From an optimization exercise on the open Yosys and OpenROAD flow, aimed at small area, a short achievable clock period and few clock cycles; shortcuts taken in it are not production practice. The RTL was checked by simulation tests, not by an equivalence proof against the original design.

Setup of run A:
==> flow/design.v <==
package imem_pkg;
    localparam logic [15:0] OP_NOP  = 16'h0000;
    localparam logic [15:0] OP_HALT = 16'hFFFF;
endpackage
module imem_mux4 (
    input  logic [3:0] d_i,
    input  logic [1:0] sel_i,
    output logic       y_o
);
    assign y_o = d_i[sel_i];
endmodule
module imem_array #(
    parameter int unsigned DATA_W = 16,
    parameter int unsigned DEPTH  = 256,
    parameter int unsigned PTR_W  = 8,
    parameter int unsigned LO_N   = 16,
    parameter int unsigned HI_N   = DEPTH / LO_N
) (
    input  logic              clk,
    input  logic [LO_N-1:0]   we_lo_i,
    input  logic [HI_N-1:0]   we_hi_i,
    input  logic [DATA_W-1:0] wdata_i,
    input  logic [PTR_W-1:0]  raddr_i,
    output logic [DATA_W-1:0] rdata_o
);
    logic [DATA_W-1:0] mem_q [DEPTH];
    always_ff @(posedge clk) begin
        for (int w = 0; w < DEPTH; w++) begin
            if (we_hi_i[w / LO_N] && we_lo_i[w % LO_N]) begin
                mem_q[w] <= wdata_i;
            end
        end
    end
    localparam int unsigned NLVL = PTR_W / 2;
    for (genvar b = 0; b < DATA_W; b++) begin : g_rbit
        logic [DEPTH-1:0] lvl [NLVL+1];
        for (genvar w = 0; w < DEPTH; w++) begin : g_leaf
            assign lvl[0][w] = mem_q[w][b];
        end
        for (genvar l = 0; l < NLVL; l++) begin : g_lvl
            for (genvar m = 0; m < (DEPTH >> (2 * (l + 1))); m++) begin : g_mux
                imem_mux4 u_mux (
                    .d_i   (lvl[l][4*m +: 4]),
                    .sel_i (raddr_i[2*l +: 2]),
                    .y_o   (lvl[l+1][m])
                );
            end
            assign lvl[l+1][DEPTH-1:(DEPTH >> (2 * (l + 1)))] = '0;
        end
        assign rdata_o[b] = lvl[NLVL][0];
    end
endmodule
module prog_instruction_mem #(
    parameter int unsigned       ADDR_W    = 16,
    parameter int unsigned       DATA_W    = 16,
    parameter int unsigned       DEPTH     = 256,
    parameter logic [DATA_W-1:0] FILL_WORD = DATA_W'(imem_pkg::OP_NOP)
) (
    input  logic                       clk,
    input  logic                       rst_n,
    input  logic                       fetch_req,
    input  logic [ADDR_W-1:0]          fetch_addr,
    output logic [DATA_W-1:0]          instr,
    output logic                       instr_valid,
    output logic                       addr_fault,
    input  logic                       load_start,
    input  logic                       ld_valid,
    input  logic [DATA_W-1:0]          ld_data,
    input  logic                       ld_last,
    output logic                       ld_ready,
    output logic                       busy,
    output logic                       load_ovf,
    output logic [$clog2(DEPTH+1)-1:0] prog_len
);
    localparam int unsigned PTR_W = (DEPTH > 1) ? $clog2(DEPTH) : 1;
    localparam int unsigned LEN_W = $clog2(DEPTH + 1);
    logic              loading_q;
    logic [LEN_W-1:0]  prog_len_q;      
    logic              load_ovf_q;
    logic [LEN_W-1:0]  len_q;           
    logic              instr_valid_q, addr_fault_q;
    logic [DATA_W-1:0] rdata_q;
    logic              wr_end;
    logic [15:0]       wp_lo_q, wp_hi_q;   
    logic [31:0]       fetch_idx;
    logic              fetch_fault, fetch_accept, fetch_fill;
    logic [DATA_W-1:0] rd_data;
    assign fetch_idx    = 32'(fetch_addr) >> 1;
    assign fetch_fault  = fetch_addr[0] | (fetch_idx >= 32'(DEPTH));
    assign fetch_accept = !loading_q && fetch_req && !load_start;
    assign fetch_fill   = fetch_fault | (fetch_idx >= 32'(len_q));
    assign wr_end = ld_last || (len_q == LEN_W'(DEPTH - 1));
    imem_array #(
        .DATA_W (DATA_W),
        .DEPTH  (DEPTH),
        .PTR_W  (PTR_W)
    ) u_array (
        .clk     (clk),
        .we_lo_i (wp_lo_q),
        .we_hi_i (wp_hi_q),
        .wdata_i (ld_data),
        .raddr_i (fetch_idx[PTR_W-1:0]),
        .rdata_o (rd_data)
    );
    always_ff @(posedge clk or negedge rst_n) begin
        if (!rst_n) begin
            loading_q  <= 1'b0;
            load_ovf_q <= 1'b0;
            len_q      <= '0;
            prog_len_q <= '0;
        end else if (loading_q) begin
            if (ld_valid) begin
                len_q <= len_q + 1'b1;
                if (wr_end) begin
                    loading_q  <= 1'b0;
                    load_ovf_q <= !ld_last;
                    prog_len_q <= len_q + 1'b1;
                end
            end
        end else if (load_start) begin
            loading_q  <= 1'b1;
            load_ovf_q <= 1'b0;
            len_q      <= '0;
        end
    end
    always_ff @(posedge clk or negedge rst_n) begin
        if (!rst_n) begin
            wp_lo_q <= 16'd1;
            wp_hi_q <= '0;
        end else if (loading_q) begin
            if (ld_valid) begin
                wp_lo_q <= {wp_lo_q[14:0], wp_lo_q[15]};
                if (wr_end) begin
                    wp_hi_q <= '0;
                end else if (wp_lo_q[15]) begin
                    wp_hi_q <= {wp_hi_q[14:0], 1'b0};
                end
            end
        end else if (load_start) begin
            wp_lo_q <= 16'd1;
            wp_hi_q <= 16'd1;
        end
    end
    always_ff @(posedge clk or negedge rst_n) begin
        if (!rst_n) begin
            instr_valid_q <= 1'b0;
            addr_fault_q  <= 1'b0;
        end else begin
            instr_valid_q <= fetch_accept;
            addr_fault_q  <= fetch_accept && fetch_fault;
        end
    end
    always_ff @(posedge clk) begin
        rdata_q <= fetch_fill ? FILL_WORD : rd_data;
    end
    assign instr       = rdata_q;
    assign instr_valid = instr_valid_q;
    assign addr_fault  = addr_fault_q;
    assign ld_ready    = loading_q;
    assign busy        = loading_q;
    assign load_ovf    = load_ovf_q;
    assign prog_len    = prog_len_q;
endmodule
clock: 5.0 ns
lec_check: 0
cap_margin: 20
core_margin: 2
core_utilization: 65
cts_cluster_diameter: 200
cts_cluster_size: 25
place_density: 0.78
setup_slack_margin: 2.4
slew_margin: 20
tns_end_percent: 30
run.sh (not shown) runs the stock make flow with config.mk's settings and CLKGATE_MAP_FILE= SYNTH_SCRIPT=/design/flow/synth_recipe.tcl, a recipe that flattens the netlist after the stock synthesis.
Testbench counts of run A, summed over its fixed seeds: cycles 20,317.
Inputs modified between run A and run B:
# run A
export LEC_CHECK = 0
export CAP_MARGIN = 20
export CORE_MARGIN = 2
export CORE_UTILIZATION = 65
export CTS_CLUSTER_DIAMETER = 200
export CTS_CLUSTER_SIZE = 25
export PLACE_DENSITY = 0.78
export SETUP_SLACK_MARGIN = 2.4
export SLEW_MARGIN = 20
export TNS_END_PERCENT = 30
create_clock -name core_clock -period 5.0 [get_ports {clk}]
# run B
export LEC_CHECK = 0
export CAP_MARGIN = 20
export CORE_MARGIN = 2
export CORE_UTILIZATION = 50
export CTS_CLUSTER_DIAMETER = 200
export CTS_CLUSTER_SIZE = 25
export SETUP_SLACK_MARGIN = 2.4
export SLEW_MARGIN = 20
create_clock -name core_clock -period 5.0 [get_ports {clk}]
## What came out
In summary, run B completed successfully, with a layout that passed the timing, DRC and antenna checks.
Summary of run B over run A: final setup slack of the worst path went up; proportion of cell area occupied by registers now sits lower; global-route wire length before repair rose by 21000 um; post-route clock period utilization fell 1.8 points; count of clock-buffer cells in the layout decreased 13.
Run comparison: run A timing startpoint of the critical path fetch_addr[3]; run B timing startpoint of the critical path fetch_addr[1]
For run C, these inputs were changed with respect to run B:
# run B
export LEC_CHECK = 0
export CAP_MARGIN = 20
export CORE_MARGIN = 2
export CORE_UTILIZATION = 50
export CTS_CLUSTER_DIAMETER = 200
export CTS_CLUSTER_SIZE = 25
export SETUP_SLACK_MARGIN = 2.4
export SLEW_MARGIN = 20
create_clock -name core_clock -period 5.0 [get_ports {clk}]
# run C
export LEC_CHECK = 0
export CAP_MARGIN = 20
export CORE_MARGIN = 2
export CORE_UTILIZATION = 65
export CTS_CLUSTER_DIAMETER = 200
export CTS_CLUSTER_SIZE = 25
export PLACE_DENSITY = 0.78
export SETUP_SLACK_MARGIN = 2.2
export SLEW_MARGIN = 20
create_clock -name core_clock -period 5.0 [get_ports {clk}]
==> comparison <==
Compared with run B, run C shows initial antenna violation count that has gone up by more than a quarter.
The clock skew of run C is lower than that of run B.
Against run B as the reference, run C delivers a lower count of plain and timing-repair buffers.
For run D, these inputs were changed with respect to run C:
# run C
export LEC_CHECK = 0
export CAP_MARGIN = 20
export CORE_MARGIN = 2
export CORE_UTILIZATION = 65
export CTS_CLUSTER_DIAMETER = 200
export CTS_CLUSTER_SIZE = 25
export PLACE_DENSITY = 0.78
export SETUP_SLACK_MARGIN = 2.2
export SLEW_MARGIN = 20
create_clock -name core_clock -period 5.0 [get_ports {clk}]
# run D
export LEC_CHECK = 0
export CAP_MARGIN = 20
export CORE_MARGIN = 2
export CORE_UTILIZATION = 65
export CTS_CLUSTER_DIAMETER = 200
export CTS_CLUSTER_SIZE = 25
export PLACE_DENSITY = 0.78
export SETUP_SLACK_MARGIN = 2.1
export SLEW_MARGIN = 20
create_clock -name core_clock -period 5.0 [get_ports {clk}]
### Flow results
- Run C ended up with rdata_q[10] as its endpoint of the worst setup timing path; run D ended up with rdata_q[8].
- Changes observed in run D relative to run C: cell count after placement has remained practically unchanged; number of clock buffers in the layout increased 1.6%; number of antenna violations at the first check in global routing increased 17%; non-clock buffer count climbed about 6.4%.

## separate check: timing with driven ports
Ports are ideal in the flow. The routed layouts listed here were re-timed in OpenROAD. Step 1 sets driving cells, clkbuf_16 on the clock port and buf_2 on the other inputs (assumed; they add their load-dependent delay and slew). Step 2 times the ports against the registers' clock, not the clock port: input delays grow and output delays shrink by t, the midpoint of the rising clock arrivals with the driver on. Slacks: no drivers / after step 1 / after step 2; pairs: no drivers / after step 1.
run | shift t [ns] | setup WS [ns] | worst register clock-pin slew, ns
run A | 0.998 | 1.974 / 1.753 / 0.756 | 0.11 / 0.11
run B | 1.022 | 2.066 / 1.716 / 0.695 | 0.11 / 0.11
run C | 0.985 | 2.058 / 1.854 / 0.868 | 0.11 / 0.11
run D | 0.981 | 1.965 / 1.774 / 0.793 | 0.11 / 0.11
After both steps every run listed still meets setup and hold. For run B, which loses most, drivers alone change the setup slack by -0.350 ns; drivers and shift together by -1.371 ns.
